This is an optimization exercise on Yosys and OpenROAD, whose aim is small area, not a production implementation.
The RTL was checked by simulation tests, not by an equivalence proof against the original design.
Power and IR drop assume default switching activity.

==> design.v <==
`default_nettype none
package rv_shell_pkg;
  typedef logic [5-1:0] reg_addr_t;
endpackage
`default_nettype wire
`timescale 1ns/1ns
`default_nettype none
module rv_wake_ctrl (
  input  logic clk_i,
  input  logic rst_ni,
  input  logic fetch_enable_i,
  input  logic core_busy_i,
  input  logic debug_req_i,
  input  logic irq_pending_i,
  input  logic irq_nm_i,
  output logic clock_en_o,
  output logic core_sleep_o
);
  logic fetch_enable_q;
  logic core_busy_q;
  logic wake_src;
  always_ff @(posedge clk_i or negedge rst_ni) begin
    if (!rst_ni) begin
      fetch_enable_q <= 1'b0;
    end else if (fetch_enable_i) begin
      fetch_enable_q <= 1'b1;
    end
  end
  always_ff @(posedge clk_i or negedge rst_ni) begin
    if (!rst_ni) begin
      core_busy_q <= 1'b0;
    end else begin
      core_busy_q <= core_busy_i;
    end
  end
  assign wake_src     = core_busy_q | debug_req_i | irq_pending_i | irq_nm_i;
  assign clock_en_o   = fetch_enable_q & wake_src;
  assign core_sleep_o = ~clock_en_o;
endmodule
`default_nettype wire
`timescale 1ns/1ns
`default_nettype none
module rv_regfile_ecc (
  input  logic                    clk_i,
  input  logic                    rst_ni,
  input  logic                    clock_en_i,
  input  logic                    we_i,
  input  rv_shell_pkg::reg_addr_t waddr_i,
  input  logic [32-1:0]     wdata_i,
  input  rv_shell_pkg::reg_addr_t raddr_a_i,
  input  rv_shell_pkg::reg_addr_t raddr_b_i,
  output logic [32-1:0]     rdata_a_o,
  output logic [32-1:0]     rdata_b_o
);
  logic [32-1:1] we_dec;
  logic [32-1:1] valid_q;
  logic [32-1:1] sel_a;
  logic [32-1:1] sel_b;
  logic                    wr_go;
  logic [32-1:0] mem_q [32-1:1];
  assign wr_go = clock_en_i & we_i;
  for (genvar i = 1; i < 32; i++) begin : gen_entry
    assign we_dec[i] = wr_go && (waddr_i == 5'(i));
    always_ff @(posedge clk_i or negedge rst_ni) begin
      if (!rst_ni) begin
        valid_q[i] <= 1'b0;
      end else if (we_dec[i]) begin
        valid_q[i] <= 1'b1;
      end
    end
    always_ff @(posedge clk_i) begin
      if (we_dec[i]) begin
        mem_q[i] <= wdata_i;
      end
    end
    assign sel_a[i] = valid_q[i] && (raddr_a_i == 5'(i));
    assign sel_b[i] = valid_q[i] && (raddr_b_i == 5'(i));
  end
  for (genvar b = 0; b < 32; b++) begin : gen_bit
    logic [32-1:1] col;
    for (genvar i = 1; i < 32; i++) begin : gen_col
      assign col[i] = mem_q[i][b];
    end
    rv_rf_rdbit u_rd_a (.sel_i(sel_a), .d_i(col), .q_o(rdata_a_o[b]));
    rv_rf_rdbit u_rd_b (.sel_i(sel_b), .d_i(col), .q_o(rdata_b_o[b]));
  end
endmodule
`default_nettype wire
module rv_rf_rdbit (
  input  logic [32-1:1] sel_i,
  input  logic [32-1:1] d_i,
  output logic                    q_o
);
  logic [10:0] grp_n;
  logic [2:0]  part;
  for (genvar g = 0; g < 10; g++) begin : gen_grp
    rv_rf_aoi3 u_aoi (
      .s_i (sel_i[3*g+3:3*g+1]),
      .d_i (d_i[3*g+3:3*g+1]),
      .y_o (grp_n[g])
    );
  end
  assign grp_n[10] = ~(sel_i[31] & d_i[31]);
  assign part[0] = ~&grp_n[3:0];
  assign part[1] = ~&grp_n[7:4];
  assign part[2] = ~&grp_n[10:8];
  assign q_o     = |part;
endmodule
module rv_rf_aoi3 (
  input  logic [2:0] s_i,
  input  logic [2:0] d_i,
  output logic       y_o
);
  assign y_o = ~|(s_i & d_i);
endmodule
`default_nettype wire
`timescale 1ns/1ns
`default_nettype none
module rv_rf_check (
  output logic alert_major_o
);
  assign alert_major_o = 1'b0;
endmodule
`default_nettype wire
`timescale 1ns/1ns
`default_nettype none
module rv_core_shell (
  input  logic                    clk_i,
  input  logic                    rst_ni,
  input  logic                    fetch_enable_i,
  input  logic                    core_busy_i,
  input  logic                    debug_req_i,
  input  logic                    irq_pending_i,
  input  logic                    irq_nm_i,
  input  logic                    rf_we_i,
  input  rv_shell_pkg::reg_addr_t rf_waddr_i,
  input  logic [32-1:0]     rf_wdata_i,
  input  rv_shell_pkg::reg_addr_t rf_raddr_a_i,
  input  rv_shell_pkg::reg_addr_t rf_raddr_b_i,
  output logic [32-1:0]     rf_rdata_a_o,
  output logic [32-1:0]     rf_rdata_b_o,
  output logic                    core_sleep_o,
  output logic                    alert_major_o
);
  logic clock_en;
  rv_wake_ctrl u_wake_ctrl (
    .clk_i          (clk_i),
    .rst_ni         (rst_ni),
    .fetch_enable_i (fetch_enable_i),
    .core_busy_i    (core_busy_i),
    .debug_req_i    (debug_req_i),
    .irq_pending_i  (irq_pending_i),
    .irq_nm_i       (irq_nm_i),
    .clock_en_o     (clock_en),
    .core_sleep_o   (core_sleep_o)
  );
  rv_regfile_ecc u_regfile (
    .clk_i      (clk_i),
    .rst_ni     (rst_ni),
    .clock_en_i (clock_en),
    .we_i       (rf_we_i),
    .waddr_i    (rf_waddr_i),
    .wdata_i    (rf_wdata_i),
    .raddr_a_i  (rf_raddr_a_i),
    .raddr_b_i  (rf_raddr_b_i),
    .rdata_a_o  (rf_rdata_a_o),
    .rdata_b_o  (rf_rdata_b_o)
  );
  rv_rf_check u_rf_check (
    .alert_major_o (alert_major_o)
  );
endmodule
`default_nettype wire
==> flow/run.sh <==
#!/bin/bash
# Standard ORFS layout with two changes: the port buffers are plain
# buf_1 cells (the resizer may still upsize them), and clock tree synthesis
# clusters more registers per leaf buffer, uses one clock buffer type and
# inserts no dummy loads. After global routing, gates off the critical
# paths are downsized (ORFS's power recovery step, RECOVER_POWER).
set -euo pipefail
bash standard.sh \
  "RECOVER_POWER=100" \
  "BUFFER_PORTS_ARGS=-buffer_cell sky130_fd_sc_hd__buf_1" \
  "CTS_ARGS=-sink_clustering_enable -sink_clustering_size 16 -sink_clustering_max_diameter 100 -repair_clock_nets -dont_use_dummy_load -buf_list {sky130_fd_sc_hd__clkbuf_8}" \
  finish > standard_flow.log 2>&1
==> standard.sh <==
#!/bin/bash
# synth_recipe.tcl (not shown) runs the flow's synth.tcl, then flattens the netlist and writes it again
# the make line also repeats each setting of config.mk as NAME=value (left out here)
make -C /OpenROAD-flow-scripts/flow DESIGN_CONFIG=/design/flow/config.mk WORK_HOME=/design/flow/orfs CLKGATE_MAP_FILE= SYNTH_SCRIPT=/design/flow/synth_recipe.tcl "${@:-finish}"
==> config.mk <==
export PLATFORM = sky130hd
export DESIGN_NAME = rv_core_shell
export DESIGN_NICKNAME = rv_core_shell
export VERILOG_FILES = /design/flow/design.v
export SDC_FILE = /design/flow/constraint.sdc
export NUM_CORES = 4
export LEC_CHECK = 0
export CAP_MARGIN = 10
export CORE_MARGIN = 2
export CORE_UTILIZATION = 50
export SLEW_MARGIN = 10
export SYNTH_HIERARCHICAL = 1
==> constraint.sdc <==
create_clock -name core_clock -period 6.0 [get_ports {clk_i}]
set_input_delay 1.2000 -clock core_clock [delete_from_list [all_inputs] [get_ports {clk_i}]]
set_output_delay 1.2000 -clock core_clock [all_outputs]
set_load 0.01 [all_outputs]
==> results.txt, run 1 <==
pin count of the biggest net entering global routing=34; global-route wire length before repair=208000 µm; critical path class=primary input to flop; Buffers on Ports=119; Seq cells post-synth=1025; Layout Cell Area excl Fill=43500 µm²; Slew HR=-144%; Clock Latency Late Sink=730 ps; Inst Count DP=3385; Congestion Overflow GR=0; Multi-input gate area=9480 µm²; final WL=151000 µm; status=failed layout checks; share of layout cells above drive strength 1=7.80%; final non-filler cell total=3463; vias in the first global route=28000; CTS tree=built; EDFF count, synth=992; clk slew on worst S/H paths=100 ps; Clock Sinks=1025; Pre-antenna DRT Iters=13; initial core utilization=50.7%; Hold Fails Final Rpt=0; Synth async-reset ratio=3.22%; Post-synth top cells=edfxtp_1, a222oi_1, nand4_1; Clock Skews=42.3 ps; DR iter-0 viols=8057; Synth area leaders=edfxtp_1, a222oi_1, dfrtp_1; Synth cell types=34; Hold Crit Class=flop to flop; total CTS buffers=74; Max clock buf depth=3; postcts setup bufs=0; reg2reg start=u_wake_ctrl.fetch_enable_q; IO Count=121; synth warn=9; leakage=13.5 nW; PostCTS Resize Cnt=0; cell count after synthesis=2120; H-Tree Depth=3; Post-Syn Area=40100 µm²; core area=79100 µm²; Post-DP HPWL=86400 µm; sequential share of the synthesized area=76.4%; count of final setup violators=0; routability cong.=0.956; Total GRT Usage=35.8%; Max FO, Critical Path=27; drc violations=0; Hold Crit Start=u_regfile.valid_q[14]; Nets=2466; total number of vias=29100; Synth top area share=74.3%; crit share post-route=92.8%; die height=287 µm; nature of the critical path endpoint=flop; Syn Nets=2175; Synth Area per Inst=18.9 µm²; critical path startpoint category=primary input; Die ar.=82400 µm²; Storage cell area=30600 µm²; Peak VDD IR=0.000164 V; Placement Cell Area=42900 µm²; WL/cell=43.5 µm; clock root cell=clkbuf_8; Critical Path RT=6330 ps; Critical Path Start=debug_req_i; Filler Cell Count=6264; antenna-violating nets left=0; number of core rows=103; Vias per Instance=8.41; crit path DAT=5900 ps; Final Max Slew Viols=1477; layout check failures=capacitance limit, slew limit; initial antenna violation count=5; Max Cap Viol=55; Synth area leader=edfxtp_1; count leader, synth=edfxtp_1; TNS Setup=0 ps; Final Critical Period=5570 ps; power density cells=278 nW/µm²; prevailing post-synth register cell=edfxtp_1; worst-margin pin slew=3650 ps; RSZ-0062 raised after global routing=false; die width=287 µm; area growth from synthesis to layout=8.57%; fmax=180 MHz; hold_buf cts=0
## metrics by stage
step / hold slack [ps] / worst slack (ps) / power, W / util (%)
6_report: 493 / 433 / 0.0121 / 55.0
5_1_grt: 504 / 387 / 0.0124 / 55.0
4_1_cts: 491 / 755 / 0.0121 / 55.5
2_1_floorplan: 436 / 686 / 0.00849 / -
3_5_place_dp: 471 / 763 / 0.00899 / 54.2
3_3_place_gp: 463 / 718 / 0.00897 / 54.2
## layout make-up
type | instances | area share, %
flip-flops and latches | 1025 | 70.3
well taps | 1050 | 3.02
diodes | 4 | 0.0230
repair buffers | 229 | 2.46
inverters | 4 | 0.0345
multi-input cells | 1077 | 21.8
clock buffers | 74 | 2.34
## worst paths after layout
| path | slack [ps] | end | depth (start not counted) |
|---|---|---|---|
| setup reg to reg | 690 | u_regfile.mem_q[28][6] | 5 |
| hold / removal | 490 | u_regfile.valid_q[14] | 1 |
| min in group asynchronous | 1030 | u_regfile.valid_q[11] | 1 |
| setup / recovery | 430 | u_regfile.mem_q[28][6] | 6 |
| hold reg to reg | 490 | u_regfile.valid_q[14] | 1 |
| max in group asynchronous | 3810 | u_regfile.valid_q[20] | 1 |
## registers in the layout, indices dropped and copies added, names as in the netlist
signal and count:
u_regfile.mem_q 992, u_wake_ctrl.core_busy_q 1, u_wake_ctrl.fetch_enable_q 1, u_regfile.valid_q 31
## per-module statistics from Yosys (local to each module, per instance), a selection
module          flip-flops and latches  cell area (µm²)  times used  cells
rv_regfile_ecc                    1023            31800           1   1217
rv_rf_aoi3                           0             10.0         640      1
rv_rf_rdbit                          0             27.5          64      4
rv_wake_ctrl                         2             76.3           1      5
rv_rf_check                          0             11.3           1      2
## routing by layer
metal | GRT usage (%) | vias to the layer above | share of wire (%)
li1 | - | 11100 | -
met1 | 48.7 | 14800 | 35
met2 | 54.7 | 2793 | 45
met3 | 11.4 | 436 | 16
met4 | 12.3 | 6 | 4.0
met5 | 0 | - | 0.027
## worst max-delay path, stage by stage
cell,delay [ps]
buf_1,100
o41a_1,210
nand3b_1,340
clkbuf_1,610
nor2_1,2850
clkbuf_1,550
## report_power, final
group	switching, W	total, W	internal (W)	leakage, nW
clock network	0.00215	0.00326	0.00111	0.532
logic	0.000627	0.000859	0.000232	3.68
registers	0.0000556	0.00799	0.00794	9.30
## cells in the final DEF, fill, tap and decap left out, types with 3 or more instances in the layout
| cell type | netlist | layout |
|---|---|---|
| a2111o_1 | 64 | 64 |
| a222oi_1 | 640 | 640 |
| and2_1 | 4 | 4 |
| and3_1 | 66 | 21 |
| and3_2 | 0 | 45 |
| and3b_1 | 6 | 6 |
| buf_1 | 0 | 104 |
| buf_4 | 1 | 48 |
| clkbuf_1 | 4 | 75 |
| clkbuf_8 | 0 | 74 |
| dfrtp_1 | 33 | 33 |
| diode_2 | 0 | 4 |
| edfxtp_1 | 992 | 992 |
| inv_1 | 4 | 4 |
| nand2_1 | 66 | 66 |
| nand4_1 | 129 | 129 |
| nand4b_1 | 4 | 4 |
| nand4bb_1 | 3 | 3 |
| nor2_1 | 30 | 23 |
| nor2_4 | 0 | 7 |
| nor2b_1 | 8 | 8 |
| nor3_1 | 4 | 4 |
| nor3b_1 | 6 | 6 |
| nor4_1 | 4 | 4 |
| o21bai_1 | 16 | 16 |
| o21bai_2 | 8 | 8 |
| o41ai_1 | 3 | 3 |
## cell families (layout without fill, tap and decap cells)
group | after synthesis | count (layout) | share of synthesized area (%)
AOI/OAI and AO/OA | 737 | 737 | 18.5
buffers and inverters | 18 | 307 | 0.237
DFF | 1025 | 1025 | 76.4
other | 1 | 5 | 0.00936
and+or+nand+nor | 339 | 339 | 4.87
==> run 2: changes to the inputs <==
--- a/design.v
+++ b/design.v
@@ -58,8 +58,13 @@
   logic [32-1:1] sel_b;
   logic                    wr_go;
+  logic [3:0] wlo_n, rlo_a, rlo_b;
+  logic [7:0] whi_n, rhi_a, rhi_b;
   logic [32-1:0] mem_q [32-1:1];
   assign wr_go = clock_en_i & we_i;
+  rv_rf_predec_w u_predec_w (.addr_i(waddr_i),   .en_i(wr_go), .lo_no(wlo_n), .hi_no(whi_n));
+  rv_rf_predec_r u_predec_a (.addr_i(raddr_a_i), .lo_o(rlo_a), .hi_o(rhi_a));
+  rv_rf_predec_r u_predec_b (.addr_i(raddr_b_i), .lo_o(rlo_b), .hi_o(rhi_b));
   for (genvar i = 1; i < 32; i++) begin : gen_entry
-    assign we_dec[i] = wr_go && (waddr_i == 5'(i));
+    rv_rf_nor2 u_we (.a_i(wlo_n[i%4]), .b_i(whi_n[i/4]), .y_o(we_dec[i]));
     always_ff @(posedge clk_i or negedge rst_ni) begin
       if (!rst_ni) begin
@@ -74,6 +79,6 @@
       end
     end
-    assign sel_a[i] = valid_q[i] && (raddr_a_i == 5'(i));
-    assign sel_b[i] = valid_q[i] && (raddr_b_i == 5'(i));
+    rv_rf_and3 u_sel_a (.a_i(valid_q[i]), .b_i(rlo_a[i%4]), .c_i(rhi_a[i/4]), .y_o(sel_a[i]));
+    rv_rf_and3 u_sel_b (.a_i(valid_q[i]), .b_i(rlo_b[i%4]), .c_i(rhi_b[i/4]), .y_o(sel_b[i]));
   end
   for (genvar b = 0; b < 32; b++) begin : gen_bit
@@ -87,4 +92,44 @@
 endmodule
 `default_nettype wire
+module rv_rf_predec_w (
+  input  logic [5-1:0] addr_i,
+  input  logic                  en_i,
+  output logic [3:0]            lo_no,
+  output logic [7:0]            hi_no
+);
+  for (genvar k = 0; k < 4; k++) begin : gen_lo
+    assign lo_no[k] = ~(en_i && (addr_i[1:0] == 2'(k)));
+  end
+  for (genvar k = 0; k < 8; k++) begin : gen_hi
+    assign hi_no[k] = ~(addr_i[4:2] == 3'(k));
+  end
+endmodule
+module rv_rf_predec_r (
+  input  logic [5-1:0] addr_i,
+  output logic [3:0]            lo_o,
+  output logic [7:0]            hi_o
+);
+  for (genvar k = 0; k < 4; k++) begin : gen_lo
+    assign lo_o[k] = (addr_i[1:0] == 2'(k));
+  end
+  for (genvar k = 0; k < 8; k++) begin : gen_hi
+    assign hi_o[k] = (addr_i[4:2] == 3'(k));
+  end
+endmodule
+module rv_rf_nor2 (
+  input  logic a_i,
+  input  logic b_i,
+  output logic y_o
+);
+  assign y_o = ~(a_i | b_i);
+endmodule
+module rv_rf_and3 (
+  input  logic a_i,
+  input  logic b_i,
+  input  logic c_i,
+  output logic y_o
+);
+  assign y_o = a_i & b_i & c_i;
+endmodule
 module rv_rf_rdbit (
   input  logic [32-1:1] sel_i,
==> flow/run.sh (replaced) <==
#!/bin/bash
# Standard ORFS layout with two changes: the port buffers are plain
# buf_1 cells (the resizer may still upsize them), and clock tree synthesis
# clusters more registers per leaf buffer, uses one clock buffer type and
# inserts no dummy loads.
set -euo pipefail
bash standard.sh \
  "BUFFER_PORTS_ARGS=-buffer_cell sky130_fd_sc_hd__buf_1" \
  "CTS_ARGS=-sink_clustering_enable -sink_clustering_size 16 -sink_clustering_max_diameter 100 -repair_clock_nets -dont_use_dummy_load -buf_list {sky130_fd_sc_hd__clkbuf_8}" \
  finish > standard_flow.log 2>&1
==> run 2 against run 1 <==
Against the previous run: now clean on timing, DRC and antenna; sequential share of layout area is 1.0 points lower; synthesized cell count shrank 1.6%; clock power barely moved; die area is 0.73% lower; cell count rose by 0.38%; register-to-register slack improved by 2000 ps; critical path depth rose by 1; flip-flop and latch count stayed put; clock skew rose by 27 ps; global-route usage is 0.50 points lower; hold slack got worse by 5.2 ps; largest power group unchanged.
==> results.txt, run 2 <==
status=finished clean; power density cells=274 nW/µm²; R2R Path End=u_regfile.mem_q[27][11]; total number of vias=28800; Max FO, Critical Path=32; initial antenna violation count=6; Congestion Overflow GR=0; Synth cell types=24; Syn Nets=2142; count leader, synth=edfxtp_1; clock root cell=clkbuf_8; FF-to-FF path depth=5; synth warn=9; core area=78900 µm²; Synth Area per Inst=19.1 µm²; Total GRT Usage=35.3%; Nets=2480; Peak VDD IR=0.000122 V; critical path class=primary input to output port; global-route wire length before repair=205000 µm; DR iter-0 viols=7900; critical path startpoint category=primary input; crit path DAT=4280 ps; clk slew on worst S/H paths=90 ps; share of layout cells above drive strength 1=12.2%; Synth async-reset ratio=3.22%; die height=286 µm; Hold Crit Class=flop to flop; max FFs per register=992; count of final setup violators=0; Post-synth top cells=edfxtp_1, a222oi_1, nand4_1; cell count after synthesis=2087; pin count of the biggest net entering global routing=34; total CTS buffers=74; crit path to=rf_rdata_b_o[5]; sequential share of the synthesized area=76.9%; Clock Sinks=1025; vias in the first global route=27600; r2r setup slk=2640 ps; final core utilization=56.0%; Layout Cell Area excl Fill=44200 µm²; Max clock buf depth=3; Hold Fails Final Rpt=0; antenna-violating nets left=0; prevailing post-synth register cell=edfxtp_1; Pre-antenna DRT Iters=14; most frequent cells in the layout=edfxtp_1, a222oi_1, nand4_1; Post-Syn Area=39800 µm²; Vias per Instance=8.30; hold_buf cts=0; worst-margin pin slew=1230 ps; Power, Total=0.0121 W; nature of the critical path endpoint=output port; most common cell after layout, fill and taps aside=edfxtp_1; PostCTS Resize Cnt=0; largest registers=u_regfile.mem_q x992, u_regfile.valid_q x31; Clock Skews=68.8 ps; Critical Path RT=4800 ps; Max Cap Viol=0; die width=286 µm; Clock Latency Late Sink=700 ps; Synth top area share=74.9%; RSZ-0062 raised after global routing=false; number of core rows=103; WL/cell=42.3 µm; reg2reg start=u_wake_ctrl.fetch_enable_q; final WL=147000 µm; Slew HR=17.8%; TNS Setup=0 ps; Die ar.=81800 µm²; Critical Path Start=rf_raddr_b_i[4]; Post-DP HPWL=88100 µm; Synth area leader=edfxtp_1; fmax=183 MHz; EDFF count, synth=992; leakage=14.0 nW; Final Max Slew Viols=0; Final Critical Period=5480 ps; Reg with most FFs=u_regfile.mem_q; Buffers on Ports=119; area growth from synthesis to layout=11.0%; Seq cells post-synth=1025; H-Tree Depth=3; crit share post-route=91.3%; postcts setup bufs=0; drc violations=0; CTS tree=built; Placement Cell Area=43100 µm²; Synth area leaders=edfxtp_1, a222oi_1, dfrtp_1; routability cong.=0.920; IO Count=121; initial core utilization=50.4%
==> run 2: cell count changes in the layout (fill, tap and decap cells not counted), sizes merged, moves of 24 or more <==
cell,before,now
buf,154,254
clkbuf,149,83
o21bai,24,0
or2,1,32
==> run 2: logic make-up (layout without fill, tap and decap cells) <==
logic type,after synthesis,count (layout),synth area share [%]
simple gates,354,354,5.07
compound gates,706,706,18.0
buf+inv,1,337,0.0189
other cells,1,4,0.00942
flops,1025,1025,76.9
==> run 2: how the worst min path moves through the flow <==
stage | from | end | slack, ps | cells after the start
after global routing | u_regfile.valid_q[11] | u_regfile.valid_q[11] | 500 | 1
after floorplan | u_regfile.valid_q[10] | u_regfile.valid_q[10] | 440 | 1
after detailed placement | u_regfile.valid_q[30] | u_regfile.valid_q[30] | 460 | 1
after global placement | u_regfile.valid_q[12] | u_regfile.valid_q[12] | 450 | 1
final | u_regfile.valid_q[30] | u_regfile.valid_q[30] | 490 | 1
after CTS | u_regfile.valid_q[30] | u_regfile.valid_q[30] | 490 | 1
==> run 2: layout make-up <==
class | instances | area [µm²]
tap | 1050 | 1310
sequential | 1025 | 30600
antenna | 3 | 7.51
fill | 6067 | 34700
multi-input combinational | 1061 | 9440
clock buffer | 74 | 1020
timing repair buffer | 263 | 1780
==> run 2: worst max-delay path, stage by stage <==
cell and delay (ps):
buf_1 220, nor3b_1 710, and3_2 1030, a222oi_1 290
nand4_1 410, a2111o_1 190, buf_1 190
==> run 2: stage by stage <==
| stage | worst slack [ps] | hold slack [ps] | std cells |
|---|---|---|---|
| finish | 523 | 487 | 3476 |
| global route | 553 | 501 | 3474 |
| CTS | 741 | 485 | 3473 |
| detailed placement | 742 | 461 | 3399 |
| global placement | 731 | 455 | 3396 |
| floorplan | 2060 | 440 | 2087 |
==> run 2: power by group <==
group	switching, W	internal, W	leakage (nW)
sequential	0.0000505	0.00793	9.32
clock	0.00214	0.00111	0.532
combinational	0.000634	0.000248	4.12
total	0.00282	0.00929	14.0
==> run 2: routing by layer <==
layer | wire (µm) | part of all wire [%] | global-route usage, % | vias up
met5 | 40 | 0.027 | 0 | -
met2 | 66700 | 45 | 54.5 | 2737
met1 | 51800 | 35 | 47.9 | 14600
li1 | - | - | - | 11100
met4 | 6370 | 4.3 | 13.7 | 6
met3 | 22200 | 15 | 9.81 | 454
==> run 2: modules after synthesis, one instance, submodules excluded, excerpt <==
module          cell area (µm²)  copies in the design
rv_rf_predec_r             87.6                     2
rv_rf_and3                 6.26                    62
rv_rf_nor2                 3.75                    31
rv_wake_ctrl               76.3                     1
rv_rf_aoi3                 10.0                   640
rv_regfile_ecc            30800                     1
==> run 3: changes to the inputs <==
--- a/config.mk
+++ b/config.mk
@@ -6,7 +6,7 @@
 export NUM_CORES = 4
 export LEC_CHECK = 0
-export CAP_MARGIN = 10
+export CAP_MARGIN = 0
 export CORE_MARGIN = 2
 export CORE_UTILIZATION = 50
-export SLEW_MARGIN = 10
+export SLEW_MARGIN = 0
 export SYNTH_HIERARCHICAL = 1
==> run 3 against run 2 <==
Against the previous run: still clean on timing, DRC and antenna; power is essentially flat; global-route usage decreased by 0.058 points; clock skew shrank 0.55 ps; worst setup slack worse by 15 ps.
==> results.txt, run 3 <==
PostCTS Resize Cnt=0; initial core utilization=50.4%; count leader, synth=edfxtp_1; top layer in use=met5; Vias per Instance=8.27; clk slew on worst S/H paths=100 ps; drc violations=0; core area=78900 µm²; leakage=13.9 nW; global-route wire length before repair=204000 µm; Synth Area in Simple Gates=5.07%; total number of vias=28700; Max Cap Viol=0; Synth cell types=24; WL met1=52000 µm; Power, Total=0.0121 W; Syn Nets=2142; multiplexer area fraction after synthesis=0%; final WL=147000 µm; Synth async-reset ratio=3.22%; Nets=2479; XOR/XNOR Fraction of Synth Area=0%; Clock Skews=68.3 ps; Critical Path RT=4800 ps; sequential share of the synthesized area=76.9%; R2R Path End=u_regfile.mem_q[21][0]; synth warn=9; initial antenna violation count=7; Reg with most FFs=u_regfile.mem_q; Synth area leaders=edfxtp_1, a222oi_1, dfrtp_1; max FFs per register=992; FF-to-FF path depth=5; count of final setup violators=0; critical path startpoint category=primary input; status=finished clean; Post-Syn Area=39800 µm²; pin count of the biggest net entering global routing=34; slowest library cell on the worst path=and3_2; Clock Latency Late Sink=690 ps; Clock Sinks=1025; EDFF count, synth=992; IO Count=121; number of core rows=103; Buffers on Ports=119; area growth from synthesis to layout=10.9%; share of layout cells above drive strength 1=12.0%; Final Max Slew Viols=0; die width=286 µm; DR iter-0 viols=7835; RSZ-0062 raised after global routing=false; hold path cells=1; WL/cell=42.4 µm; Filler Cell Count=6087; r2r setup slk=2510 ps; met3 WL post-DR=22200 µm; Post-DP HPWL=87800 µm; Placement Cell Area=43100 µm²; crit path to=rf_rdata_b_o[5]; Slew HR=6.22%; Synth Area in Adders=0%; Peak VDD IR=0.000128 V; H-Tree Depth=3; reg2reg start=u_wake_ctrl.fetch_enable_q; critical path class=primary input to output port; critical-path cell list=buf_1, nor3b_1, and3_2, a222oi_1, nand4_1, a2111o_1, buf_1; Final Critical Period=5490 ps; Hold Crit Class=flop to flop; hold_buf cts=0; total CTS buffers=74; die height=286 µm; most common cell after layout, fill and taps aside=edfxtp_1; most frequent CP cell=buf_1; routability cong.=0.920; clock root cell=clkbuf_8; worst stage delay on the critical path=1020 ps; Hold Fails Final Rpt=0; Die ar.=81800 µm²; worst-margin pin slew=1410 ps; Layout Cell Area excl Fill=44100 µm²; largest family of logic cells by synthesized area=compound AO/OA/AOI/OAI gates; CTS tree=built; Total GRT Usage=35.2%; Max FO, Critical Path=32; vias in the first global route=27600; prevailing post-synth register cell=edfxtp_1; largest registers=u_regfile.mem_q x992, u_regfile.valid_q x31; Synth Area per Inst=19.1 µm²; nature of the critical path endpoint=output port; fmax=182 MHz; power density cells=275 nW/µm²; Seq cells post-synth=1025; postcts setup bufs=0; most frequent cells in the layout=edfxtp_1, a222oi_1, nand4_1; Synth top area share=74.9%; TNS Setup=0 ps; complex-gate fraction of the synthesized area=18.0%; Pre-antenna DRT Iters=11; metal2 WL=66500 µm; crit share post-route=91.5%; cell count after synthesis=2087; Critical Path Start=rf_raddr_b_i[4]; Post-synth top cells=edfxtp_1, a222oi_1, nand4_1; Synth area leader=edfxtp_1; crit path DAT=4290 ps; Max clock buf depth=3; antenna-violating nets left=0; Congestion Overflow GR=0
-- run 3: kinds of logic after synthesis --
group | count (synthesis)
buffers and inverters | 1
other | 1
DFF | 1025
and+or+nand+nor | 354
AOI/OAI and AO/OA | 706
-- run 3: how the worst min path moves through the flow --
| stage | from | endpoint | slack, ps |
|---|---|---|---|
| 6_report | u_regfile.valid_q[24] | u_regfile.valid_q[24] | 490 |
| 5_1_grt | u_regfile.valid_q[9] | u_regfile.valid_q[9] | 500 |
| 4_1_cts | u_regfile.valid_q[30] | u_regfile.valid_q[30] | 490 |
| 3_5_place_dp | u_regfile.valid_q[30] | u_regfile.valid_q[30] | 460 |
| 3_3_place_gp | u_regfile.valid_q[12] | u_regfile.valid_q[12] | 450 |
| 2_1_floorplan | u_regfile.valid_q[10] | u_regfile.valid_q[10] | 440 |
-- run 3: area by class of cell --
type / instances / area [µm²] / share of cell area [%]
diodes: 3 / 7.51 / 0.0170
well taps: 1050 / 1310 / 2.98
flip-flops and latches: 1025 / 30600 / 69.4
repair buffers: 262 / 1740 / 3.94
clock buffers: 74 / 1020 / 2.31
multi-input cells: 1061 / 9440 / 21.4
-- run 3: routing by layer --
metal	track usage (%)	vias to the layer above
met5	0	-
met3	9.36	471
met4	14.1	6
met2	54.4	2826
li1	-	11100
met1	48.0	14400
-- run 3: Yosys stat by module (local to each module, per instance), a selection --
module	cell area (µm²)	cells inside	flops+latches
rv_rf_check	11.3	2	0
rv_regfile_ecc	30800	1055	1023
rv_wake_ctrl	76.3	5	2
rv_rf_rdbit	27.5	4	0
rv_rf_nor2	3.75	1	0
rv_rf_aoi3	10.0	1	0
rv_rf_predec_r	87.6	12	0
rv_rf_predec_w	88.8	12	0
rv_rf_and3	6.26	1	0
-- run 3: report_power, final --
| group | switching (W) | internal [W] |
|---|---|---|
| combinational | 0.000635 | 0.000249 |
| clock | 0.00215 | 0.00111 |
| sequential | 0.0000513 | 0.00793 |
| total | 0.00283 | 0.00930 |
-- run 3: critical path: cells and delay by family --
family / cells / cell delay, ps
and+or+nand+nor: 3 / 2150
AOI/OAI and AO/OA: 2 / 470
buffers and inverters: 2 / 430
-- run 3: through the flow --
stage | utilization [%] | setup slack [ps] | hold WS (ps) | instances
after floorplan | - | 2060 | 440 | 2087
after global placement | 54.6 | 731 | 455 | 3396
after detailed placement | 54.6 | 733 | 461 | 3396
after CTS | 55.9 | 716 | 486 | 3470
after global routing | 55.9 | 542 | 501 | 3473
final | 56.0 | 508 | 490 | 3475

-- re-timing with driven ports --
The results above use ideal ports. As a check the final layouts listed here were re-extracted and re-timed, cells and wires unchanged.
Step 1 sets driving cells, clkbuf_16 on the clock port and buf_2 on the other inputs (assumed; they add their load-dependent delay and slew).
Step 2 adds t to the input delays and takes it off the output delays; t is the mean of the earliest and latest rising clock arrival at the registers after step 1. Input paths then give back, and output paths get back, about the clock's delay inside the block.
a / b / c = ideal ports / drivers / drivers and shift; a / b = the first two.
run | t (ns) | setup WS [ns] | worst slew at a driven data input, ns
run 1 | 0.756 | 0.433 / 0.428 / -0.289 | 0.12
run 2 | 0.732 | 0.523 / 0.498 / 0.498 | 0.14
run 3 | 0.738 | 0.508 / 0.481 / 0.481 | 0.13
The setup slack of run 1, which loses most, moves by -0.005 ns with the drivers and by -0.722 ns with both steps.
